Background: an optimization exercise with open tools, aiming at small area, a short achievable clock period and few clock cycles. Do not read the settings as production practice.
In this exercise RTL edits were held to simulation tests only and were not proved equivalent to the original.
Power is estimated from default activity; no workload was simulated.

[design/flow/config.mk]
export PLATFORM = sky130hd
export DESIGN_NAME = msgst_engine
export DESIGN_NICKNAME = msgst_engine
export VERILOG_FILES = /design/flow/design.v
export SDC_FILE = /design/flow/constraint.sdc
export NUM_CORES = 4
export LEC_CHECK = 0
export CAP_MARGIN = 20
export CORE_MARGIN = 2
export CORE_UTILIZATION = 40
export PLACE_DENSITY = 0.6
export SLEW_MARGIN = 20
[design/flow/constraint.sdc]
create_clock -name core_clock -period 6.5 [get_ports {clk}]
set_input_delay 1.3000 -clock core_clock [delete_from_list [all_inputs] [get_ports {clk}]]
set_output_delay 1.3000 -clock core_clock [all_outputs]
set_load 0.01 [all_outputs]
[design/flow/design.v]
package msgst_pkg;
    typedef enum logic [1:0] {
        IDLE,
        FETCH,
        CTRL,
        DATA
    } msgst_state_t;
    typedef logic [32-1:0][7:0] beat_t;
    typedef enum logic [1:0] {
        DEST_NONE,
        DEST_HOST,
        DEST_PSX
    } dest_t;
endpackage
`timescale 1ns/10ps
module msgst_cmd_fetch (
    input  logic                     clk,
    input  logic                     rst_n,
    input  logic                     run_start_i,
    input  logic                     fetch_start_i,
    input  logic [31:0]              cmd_ram_din_i,
    output logic                     cmd_ram_ren_o,
    output logic [16-1:0] cmd_ram_addr_o,
    output logic                     cmd_valid_o,
    output logic [9-1:0]  cmd_len_o,
    output logic [1:0]               cmd_op_o,
    output logic [7:0]               cmd_seed_o,
    output logic [4:0]               cmd_dst_id_o,
    output logic [4:0]               cmd_offset_o
);
    logic [16-1:0] rec_base_q;
    logic [16-1:0] rec_next;
    logic [1:0]               rd_step_q;
    logic [1:0]               rd_land_q;
    assign rec_next = rec_base_q + 16'(8);
    always_ff @(posedge clk) begin
        if (!rst_n) begin
            rd_step_q   <= 2'd0;
            rd_land_q   <= 2'd0;
            rec_base_q  <= '0;
            cmd_valid_o <= 1'b0;
        end else begin
            if (fetch_start_i) begin
                rd_step_q <= 2'd1;
            end else if (rd_step_q == 2'd1) begin
                rd_step_q <= 2'd2;
            end else begin
                rd_step_q <= 2'd0;
            end
            rd_land_q   <= rd_step_q;
            cmd_valid_o <= (rd_land_q == 2'd2);
            if (run_start_i) begin
                rec_base_q <= '0;
            end else if (rd_step_q == 2'd2) begin
                rec_base_q <= (rec_next == 16'h0080) ? '0 : rec_next;
            end
        end
    end
    always_ff @(posedge clk) begin
        if (rd_land_q == 2'd1) begin
            cmd_len_o <= cmd_ram_din_i[8:0];
            cmd_op_o  <= cmd_ram_din_i[10:9];
        end
        if (rd_land_q == 2'd2) begin
            cmd_seed_o   <= cmd_ram_din_i[7:0];
            cmd_dst_id_o <= cmd_ram_din_i[26:22];
            cmd_offset_o <= cmd_ram_din_i[31:27];
        end
    end
    assign cmd_ram_ren_o  = (rd_step_q != 2'd0);
    assign cmd_ram_addr_o = {rec_base_q[16-1:3], rd_step_q[1], 2'b00};
endmodule
`timescale 1ns/10ps
module msgst_ctrl_fsm(
    input  logic                    clk,
    input  logic                    rst_n,
    input  logic                    pld_cmd_req_i,
    input  logic [15-1:0] num_of_reqs_i,
    input  logic                    cmd_valid_i,
    input  logic                    last_beat_i,
    input  logic                    msg_rdy_i,
    output logic                    run_start_o,
    output logic                    fetch_start_o,
    output logic                    ctrl_load_o,
    output logic                    beat_acc_o,
    output logic                    pkt_done_o,
    output logic [15-1:0] req_cnt_o,
    output logic                    msg_vld_o,
    output logic                    req_done_o
);
    msgst_pkg::msgst_state_t            state_q;
    msgst_pkg::msgst_state_t            state_nxt;
    logic                    req_ff_q;
    logic [15-1:0] req_cnt_q;
    logic [15-1:0] req_cnt_nxt;
    logic                    run_done;
    always_ff @(posedge clk) begin
        if (!rst_n) begin
            req_ff_q <= 1'b0;
        end else begin
            req_ff_q <= pld_cmd_req_i;
        end
    end
    assign run_start_o = pld_cmd_req_i && !req_ff_q && (state_q == msgst_pkg::IDLE);
    assign req_cnt_nxt = req_cnt_q + 1'b1;
    assign run_done    = (req_cnt_nxt == num_of_reqs_i);
    always_comb begin
        state_nxt = state_q;
        case (state_q)
            msgst_pkg::IDLE: begin
                if (run_start_o && (num_of_reqs_i != '0)) begin
                    state_nxt = msgst_pkg::FETCH;
                end
            end
            msgst_pkg::FETCH: begin
                if (cmd_valid_i) begin
                    state_nxt = msgst_pkg::CTRL;
                end
            end
            msgst_pkg::CTRL: begin
                state_nxt = msgst_pkg::DATA;
            end
            msgst_pkg::DATA: begin
                if (pkt_done_o) begin
                    state_nxt = run_done ? msgst_pkg::IDLE : msgst_pkg::FETCH;
                end
            end
            default: begin
                state_nxt = msgst_pkg::IDLE;
            end
        endcase
    end
    always_ff @(posedge clk) begin
        if (!rst_n) begin
            state_q   <= msgst_pkg::IDLE;
            req_cnt_q <= '0;
        end else begin
            state_q <= state_nxt;
            if (run_start_o) begin
                req_cnt_q <= '0;
            end else if (pkt_done_o) begin
                req_cnt_q <= req_cnt_nxt;
            end
        end
    end
    assign fetch_start_o = (state_nxt == msgst_pkg::FETCH) && (state_q != msgst_pkg::FETCH);
    assign ctrl_load_o   = (state_q == msgst_pkg::CTRL);
    assign msg_vld_o     = (state_q == msgst_pkg::DATA);
    assign beat_acc_o    = msg_vld_o && msg_rdy_i;
    assign pkt_done_o    = beat_acc_o && last_beat_i;
    assign req_cnt_o     = req_cnt_q;
    assign req_done_o    = (req_cnt_q == num_of_reqs_i) && (num_of_reqs_i != '0);
endmodule
`timescale 1ns/10ps
module msgst_beat_gen(
    input  logic                   clk,
    input  logic                   rst_n,
    input  logic                   ctrl_load_i,
    input  logic                   beat_acc_i,
    input  logic [9-1:0] cmd_len_i,
    input  logic [7:0]             cmd_seed_i,
    input  logic [4:0]             cmd_offset_i,
    output logic [255:0]            msg_dat_o,
    output logic                   last_beat_o
);
    localparam int BEAT  = 32;
    localparam int REM_W = 10;
    logic [REM_W-1:0] rem_q;
    logic [7:0]       seq_q;
    logic             first_q;
    logic             active_q;
    logic [31:0]      pkt_id_q;
    logic [5:0]       lim;
    logic [4:0]       off_eff;
    logic [8*BEAT-1:0] raw;
    logic [8*BEAT-1:0] hdr;
    assign lim         = (rem_q > BEAT) ? 6'(BEAT) : rem_q[5:0];
    assign off_eff     = first_q ? cmd_offset_i : 5'd0;
    assign last_beat_o = active_q && (rem_q <= BEAT);
    always_comb begin
        for (int i = 0; i < BEAT; i++) begin
            if ((i < lim) && (i >= off_eff)) begin
                raw[8*i +: 8] = seq_q + 8'(i) - 8'(off_eff);
            end else begin
                raw[8*i +: 8] = 8'h00;
            end
        end
    end
    always_comb begin
        hdr = raw;
        if (first_q) begin
            hdr[7:0] = cmd_len_i[7:0];
            for (int h = 1; h < 5; h++) begin
                hdr[8*h +: 8] = pkt_id_q[8*(h-1) +: 8];
            end
        end
    end
    assign msg_dat_o = {hdr[8*1 +: 8] ^ hdr[8*7 +: 8] ^ hdr[8*10 +: 8] ^ hdr[8*13 +: 8] ^
                        hdr[8*17 +: 8] ^ hdr[8*21 +: 8] ^ hdr[8*26 +: 8] ^ hdr[8*30 +: 8],
                        hdr[8*(BEAT-1)-1:0]};
    always_ff @(posedge clk) begin
        if (!rst_n) begin
            rem_q    <= '0;
            first_q  <= 1'b0;
            active_q <= 1'b0;
            pkt_id_q <= '0;
        end else if (ctrl_load_i) begin
            rem_q    <= REM_W'(cmd_len_i) + REM_W'(cmd_offset_i);
            first_q  <= 1'b1;
            active_q <= 1'b1;
        end else if (beat_acc_i) begin
            rem_q   <= rem_q - REM_W'(BEAT);
            first_q <= 1'b0;
            if (last_beat_o) begin
                active_q <= 1'b0;
                pkt_id_q <= pkt_id_q + 1'b1;
            end
        end
    end
    always_ff @(posedge clk) begin
        if (ctrl_load_i) begin
            seq_q <= cmd_seed_i;
        end else if (beat_acc_i) begin
            seq_q <= seq_q + 8'(lim) - 8'(off_eff);
        end
    end
endmodule
`timescale 1ns/10ps
module msgst_addr_gen(
    input  logic                     clk,
    input  logic                     rst_n,
    input  logic                     run_start_i,
    input  logic                     ctrl_load_i,
    input  logic                     pkt_done_i,
    input  logic [15-1:0]  req_cnt_i,
    input  logic [4:0]               cmd_dst_id_i,
    input  logic [9-1:0]  cmd_len_i,
    input  logic [64-1:0] pci_host_addr_i,
    input  logic [64-1:0] pci_host_addr_mask_i,
    input  logic [64-1:0] psx_host_addr_i,
    input  logic [64-1:0] psx_host_addr_mask_i,
    input  logic [1:0]               num_of_noc_cfg_i,
    input  logic [6:0]               noc_switch_req_cnt_i,
    output logic [64-1:0] msg_addr_o
);
    msgst_pkg::dest_t                    dest_q;
    msgst_pkg::dest_t                    dest_nxt;
    logic [64-1:0] pci_base_q;
    logic [64-1:0] pci_mask_q;
    logic [64-1:0] psx_base_q;
    logic [64-1:0] psx_mask_q;
    logic [64-1:0] host_addr_q;
    logic [5:0]               ap_id_q;
    logic [15-1:0]  req_cnt_nxt;
    assign req_cnt_nxt = req_cnt_i + 1'b1;
    always_comb begin
        case (cmd_dst_id_i)
            5'd4, 5'd5, 5'd6, 5'd7: dest_nxt = msgst_pkg::DEST_HOST;
            5'd12:                  dest_nxt = msgst_pkg::DEST_PSX;
            default:                dest_nxt = msgst_pkg::DEST_NONE;
        endcase
    end
    always_ff @(posedge clk) begin
        if (run_start_i) begin
            pci_base_q <= pci_host_addr_i;
            pci_mask_q <= pci_host_addr_mask_i;
            psx_base_q <= psx_host_addr_i;
            psx_mask_q <= psx_host_addr_mask_i;
        end
        if (ctrl_load_i && (req_cnt_i == '0) && (dest_nxt == msgst_pkg::DEST_HOST)) begin
            host_addr_q <= pci_base_q;
        end else if (ctrl_load_i && (req_cnt_i == '0) && (dest_nxt == msgst_pkg::DEST_PSX)) begin
            host_addr_q <= psx_base_q;
        end else if (ctrl_load_i && (req_cnt_i == '0)) begin
            host_addr_q <= '0;
        end else if (pkt_done_i) begin
            host_addr_q <= host_addr_q + 64'(cmd_len_i);
        end
    end
    always_ff @(posedge clk) begin
        if (!rst_n) begin
            dest_q  <= msgst_pkg::DEST_NONE;
            ap_id_q <= 6'd0;
        end else begin
            if (ctrl_load_i) begin
                dest_q <= dest_nxt;
            end
            if (run_start_i) begin
                ap_id_q <= 6'd0;
            end else if (pkt_done_i && (req_cnt_nxt[6:0] == noc_switch_req_cnt_i)) begin
                ap_id_q <= (ap_id_q >= {4'd0, num_of_noc_cfg_i}) ? 6'd0 : ap_id_q + 6'd1;
            end
        end
    end
    always_comb begin
        case (dest_q)
            msgst_pkg::DEST_HOST: msg_addr_o = {pci_mask_q[63:12], host_addr_q[11:0]};
            msgst_pkg::DEST_PSX:  msg_addr_o = {ap_id_q, psx_mask_q[57:12], host_addr_q[11:0]};
            default:   msg_addr_o = '0;
        endcase
    end
endmodule
`timescale 1ns/10ps
module msgst_engine(
    input  logic                     clk,
    input  logic                     rst_n,
    input  logic                     pld_cmd_req_i,
    input  logic [15-1:0]  num_of_reqs_i,
    input  logic [64-1:0] pci_host_addr_i,
    input  logic [64-1:0] pci_host_addr_mask_i,
    input  logic [64-1:0] psx_host_addr_i,
    input  logic [64-1:0] psx_host_addr_mask_i,
    input  logic [1:0]               num_of_noc_cfg_i,
    input  logic [6:0]               noc_switch_req_cnt_i,
    input  logic [31:0]              cmd_ram_din_i,
    output logic                     cmd_ram_ren_o,
    output logic [16-1:0] cmd_ram_addr_o,
    output logic                     msg_vld_o,
    input  logic                     msg_rdy_i,
    output logic [255:0]             msg_dat_o,
    output logic                     msg_eop_o,
    output logic [9-1:0]  msg_len_o,
    output logic [1:0]               msg_op_o,
    output logic [64-1:0] msg_addr_o,
    output logic                     req_done_o
);
    logic                    run_start;
    logic                    fetch_start;
    logic                    cmd_valid;
    logic                    ctrl_load;
    logic                    beat_acc;
    logic                    pkt_done;
    logic [15-1:0] req_cnt;
    logic [7:0]              cmd_seed;
    logic [4:0]              cmd_dst_id;
    logic [4:0]              cmd_offset;
    msgst_cmd_fetch i_msgst_cmd_fetch (
        .clk           (clk),
        .rst_n         (rst_n),
        .run_start_i   (run_start),
        .fetch_start_i (fetch_start),
        .cmd_ram_din_i (cmd_ram_din_i),
        .cmd_ram_ren_o (cmd_ram_ren_o),
        .cmd_ram_addr_o(cmd_ram_addr_o),
        .cmd_valid_o   (cmd_valid),
        .cmd_len_o     (msg_len_o),
        .cmd_op_o      (msg_op_o),
        .cmd_seed_o    (cmd_seed),
        .cmd_dst_id_o  (cmd_dst_id),
        .cmd_offset_o  (cmd_offset)
    );
    msgst_ctrl_fsm i_msgst_ctrl_fsm (
        .clk          (clk),
        .rst_n        (rst_n),
        .pld_cmd_req_i(pld_cmd_req_i),
        .num_of_reqs_i(num_of_reqs_i),
        .cmd_valid_i  (cmd_valid),
        .last_beat_i  (msg_eop_o),
        .msg_rdy_i    (msg_rdy_i),
        .run_start_o  (run_start),
        .fetch_start_o(fetch_start),
        .ctrl_load_o  (ctrl_load),
        .beat_acc_o   (beat_acc),
        .pkt_done_o   (pkt_done),
        .req_cnt_o    (req_cnt),
        .msg_vld_o    (msg_vld_o),
        .req_done_o   (req_done_o)
    );
    msgst_beat_gen i_msgst_beat_gen (
        .clk         (clk),
        .rst_n       (rst_n),
        .ctrl_load_i (ctrl_load),
        .beat_acc_i  (beat_acc),
        .cmd_len_i   (msg_len_o),
        .cmd_seed_i  (cmd_seed),
        .cmd_offset_i(cmd_offset),
        .msg_dat_o   (msg_dat_o),
        .last_beat_o (msg_eop_o)
    );
    msgst_addr_gen i_msgst_addr_gen (
        .clk                 (clk),
        .rst_n               (rst_n),
        .run_start_i         (run_start),
        .ctrl_load_i         (ctrl_load),
        .pkt_done_i          (pkt_done),
        .req_cnt_i           (req_cnt),
        .cmd_dst_id_i        (cmd_dst_id),
        .cmd_len_i           (msg_len_o),
        .pci_host_addr_i     (pci_host_addr_i),
        .pci_host_addr_mask_i(pci_host_addr_mask_i),
        .psx_host_addr_i     (psx_host_addr_i),
        .psx_host_addr_mask_i(psx_host_addr_mask_i),
        .num_of_noc_cfg_i    (num_of_noc_cfg_i),
        .noc_switch_req_cnt_i(noc_switch_req_cnt_i),
        .msg_addr_o          (msg_addr_o)
    );
endmodule
[design/flow/run.sh]
#!/bin/bash
# synth_recipe.tcl (not shown) runs the flow's synth.tcl, then flattens the netlist and writes it again
# the make line also repeats each setting of config.mk as NAME=value (left out here)
make -C /OpenROAD-flow-scripts/flow DESIGN_CONFIG=/design/flow/config.mk WORK_HOME=/design/flow/orfs CLKGATE_MAP_FILE= SYNTH_SCRIPT=/design/flow/synth_recipe.tcl finish
==> summary.md <==
| Metric | Value |
|---|---|
| Status | no timing/DRC/antenna violations |
| Final Setup Violations | 0 |
| Mapped Area | 17,900 um2 |
| Crit path max fanout | 10 |
| Later-pin clock latency in the skew report | 0.55 ns |
| Worst r2r path cells | 15 |
| Power per cell area | 156 nW/um2 |
| Final Hold Vio Count | 0 |
| R2R Path Start | i_msgst_beat_gen.rem_q[6] |
| VDD IR max | 0.214 mV |
| Async set-reset flop share out of synthesis | 0 |
| CTS buffer count | 27 |
| Post-DRT Antenna Nets | 0 |
| Final worst slack | 0.236 ns |
| Worst-margin pin slew | 1.07 ns |
| Die Outline Area | 46,400 um2 |
| WHS Path Cells | 2 |
| Most common cell in the netlist | nor2_1 |
| Total congestion overflow | 0 |
| Pre-CTS setup slack | 0.646 ns |
| DRT iter0 DRCs | 1,276 |
| Die height | 215 um |
| Vias in the first global route | 17,400 |
| H-tree Lvls | 1 |
| Worst hold path endpoint | i_msgst_addr_gen.ap_id_q[5] |
| Max Cap Viol | 0 |
| Area of the multi-input gates | 10,200 um2 |
| Area leader, netlist | edfxtp_1 |
| I/O pin cnt | 667 |
| Worst r2r dst | i_msgst_beat_gen.seq_q[7] |
| TNS Setup | 0 ns |
| Crit path DAT | 4.96 ns |
| Top post-synthesis cells by area | edfxtp_1 29%, dfxtp_1 9.9%, xnor2_1 7.9% |
| Post-DP HPWL | 60,400 um |
| Mapped Avg Cell Area | 8.80 um2 |
| Pin count of the biggest net entering global routing | 76 |
| Critical path endpoint category | primary output |
| CTS tree | yes |
| Register area | 6900 um2 |
| Final Routed Wirelength | 75,900 um |
| Die X | 215 um |
| Fmax | 160 MHz |
| CTS Hold Buffers Added | 0 |
| Yosys cell types | 84 |
| Final min period | 6.26 ns |
| Count of port buffers added during placement | 519 |
| # fillers | 4,090 |
| Final Skew | 0.0158 ns |
| Most common library cells after synthesis | 301 x nor2_1, 171 x edfxtp_1, 162 x nand2_1, 162 x xnor2_1, 103 x a21oi_1 |
| Leakage | 0.00888 uW |
| First-pass GRT wire length | 111,000 um |
| YS warnings | 4 |
| Post-synthesis cell count | 2,032 |
| Hold Path Origin | i_msgst_addr_gen.ap_id_q[5] |
| Clock sinks | 259 |
| Clk pin slew, worst setup/hold paths | 0.06 ns |
| Starting Density | 0.405 |
| Register bit count reported by yosys | 259 |
| Final nets | 2,918 |
| Synth top area share | 0.287 |
| Via count | 17,400 |
| R2R Setup Slk | 2.68 ns |
| Count of pins over their slew limit | 0 |
| Initial antenna violation count | 10 |
| Setup bufs post-CTS | 0 |
| Proportion of layout cells with a drive suffix above 1 | 0.0558 |
| Crit path launch type | flop |
| First-pass detailed-route iteration total | 5 |
| Final period utilization | 0.964 |
| CTS root buf | clkbuf_16 |
| Std cell rows | 77 |
| GRT Total Usage | 0.317 |
| Deepest clock path buffer count | 3 |
| Core area | 44,100 um2 |
| Syn-to-layout area delta | 38.7% |
| RSZ-0062 raised after global routing | no |
| Register area share after synthesis | 0.386 |
| Most used DFF post-synth | edfxtp_1 |
| Number of flops mapped to enable cells by yosys | 171 |
| Worst EP required | 5.20 ns |
| Vias per cell | 5.54 |
| Relative slew margins | 0.286 |
| DRC Markers | 0 |
| DR WL/cell | 24.2 um |
| HP Class | reg -> reg |
| Critical path class | reg -> out |
| Gpl congestion | 1.00 |
==> worst max-delay path: stages (launching register included) <==
cell and delay [ns]:
edfxtp_1 0.44, nand2_1 0.18, inv_1 0.13, ha_1 0.65
inv_1 0.15, ha_1 0.36, a21oi_1 0.20, nor3_1 0.09
or3_1 0.35, a21oi_1 0.38, xnor3_1 0.40, xnor3_1 0.21
xnor3_1 0.36, clkdlybuf4s50_1 0.52
==> how the worst max path moves through the flow <==
stage	end	cells after the start	slack, ns	from
finish	msg_dat_o[254]	13	0.24	i_msgst_cmd_fetch.cmd_offset_o[2]
global route	msg_dat_o[252]	13	0.01	i_msgst_beat_gen.first_q
CTS	msg_dat_o[254]	12	0.03	i_msgst_beat_gen.first_q
detailed placement	msg_dat_o[254]	12	0.65	i_msgst_beat_gen.first_q
global placement	msg_dat_o[254]	12	0.68	i_msgst_beat_gen.first_q
floorplan	i_msgst_cmd_fetch.rec_base_q[7]	5	0.04	pld_cmd_req_i
==> registers in the layout, indices dropped and copies added (netlist names), 5 cells and up <==
signal,flops
i_msgst_addr_gen.pci_mask_q,52
i_msgst_addr_gen.psx_mask_q,46
i_msgst_beat_gen.pkt_id_q,32
i_msgst_ctrl_fsm.req_cnt_q,15
i_msgst_cmd_fetch.rec_base_q,13
i_msgst_addr_gen.host_addr_q,12
i_msgst_addr_gen.pci_base_q,12
i_msgst_addr_gen.psx_base_q,12
i_msgst_beat_gen.rem_q,10
i_msgst_cmd_fetch.cmd_len_o,9
i_msgst_beat_gen.seq_q,8
i_msgst_cmd_fetch.cmd_seed_o,8
i_msgst_addr_gen.ap_id_q,6
i_msgst_cmd_fetch.cmd_dst_id_o,5
i_msgst_cmd_fetch.cmd_offset_o,5
==> what timing repair did <==
action | CTS | global route
endpoints found under the setup margin | 0 | 5
resized for setup | 0 | 2
hold endpoints to repair | 0 | 0
==> kinds of logic (layout without fill, tap and decap cells) <==
logic type | after synthesis | after routing | share of synthesized area
AND/OR/NAND/NOR | 792 | 792 | 0.213
buffers and inverters | 217 | 727 | 0.0474
adder cells (fa/ha/maj) | 79 | 79 | 0.0624
other | 1 | 6 | 0.000210
multiplexers | 5 | 5 | 0.00287
AO/OA/AOI/OAI | 433 | 433 | 0.159
XOR/XNOR | 246 | 246 | 0.129
flip-flops | 259 | 259 | 0.386
==> cell type report <==
type	count	area share
Antenna cell	4	0.000404
Inverter	100	0.0151
Timing Repair Buffer	578	0.228
Sequential cell	259	0.278
Multi-Input combinational cell	1557	0.411
Clock inverter	19	0.00924
Clock buffer	30	0.0277
Tap cell	592	0.0299
==> metrics by stage <==
step	utilization	hold WS (ns)	power, uW	cells	cell area (um2)
after floorplan	-	0.438	2040	2033	17900
after global placement	0.540	0.468	2270	3085	23800
after detailed placement	0.540	0.473	2280	3085	23800
after CTS	0.561	0.484	3890	3134	24700
after global routing	0.562	0.516	3980	3138	24800
final	0.562	0.473	3860	3139	24800
==> power breakdown <==
part	switching, uW	internal [uW]	total [uW]
Clock	653	958	1610
Combinational	194	205	399
Sequential	22.8	1820	1850
==> placed cells by master (no fill, tap or decap), types with 14 or more instances in the layout <==
master / count
and3_1: 26
clkdlybuf4s50_1: 518
nor2_1: 301
o21ai_0: 91
a22o_1: 21
fa_1: 17
nand2_1: 162
edfxtp_1: 171
inv_1: 99
or3_1: 30
a21o_1: 19
buf_4: 58
nor4_1: 18
a21boi_0: 17
nand3_1: 51
nand2b_1: 14
xor2_1: 71
xnor2_1: 162
and2_1: 52
a21oi_1: 102
a31oi_1: 27
nor2b_1: 34
ha_1: 60
dfxtp_1: 87
clkbuf_16: 27
nand4_1: 22
a22oi_1: 55
nor3_1: 29
==> metal layers <==
metal / vias up / track usage / wire length [um]
li1: 8117 / - / -
met1: 8329 / 0.356 / 28100
met2: 776 / 0.561 / 37500
met3: 171 / 0.0693 / 5950
met4: 12 / 0.167 / 4250
met5: - / 0 / 68
Testbench counts, summed over its fixed seeds: cycles 27,694.

[re-timing with driven ports]
The results above use ideal ports. As a check the final layout listed here was re-extracted and re-timed, cells and wires unchanged.
Step 1 (the two cells are an assumption about what drives the block):
set clk [get_ports {clk}]
set_driving_cell -lib_cell sky130_fd_sc_hd__clkbuf_16 $clk
set_driving_cell -lib_cell sky130_fd_sc_hd__buf_2 [delete_from_list [all_inputs] $clk]
Step 2 also shifts input and output timing later by t, the mid clock arrival at the registers, as if the neighbouring blocks saw the same clock.
a / b / c = ideal / step 1 / step 2; a / b = the first two.
t (ns): 0.597
setup slack, ns: 0.236 / 0.184 / 0.781
worst setup path at the end: register to output
After both steps this run still meets setup and hold. The setup slack of this run moves by -0.052 ns with the drivers and by +0.545 ns with both steps.
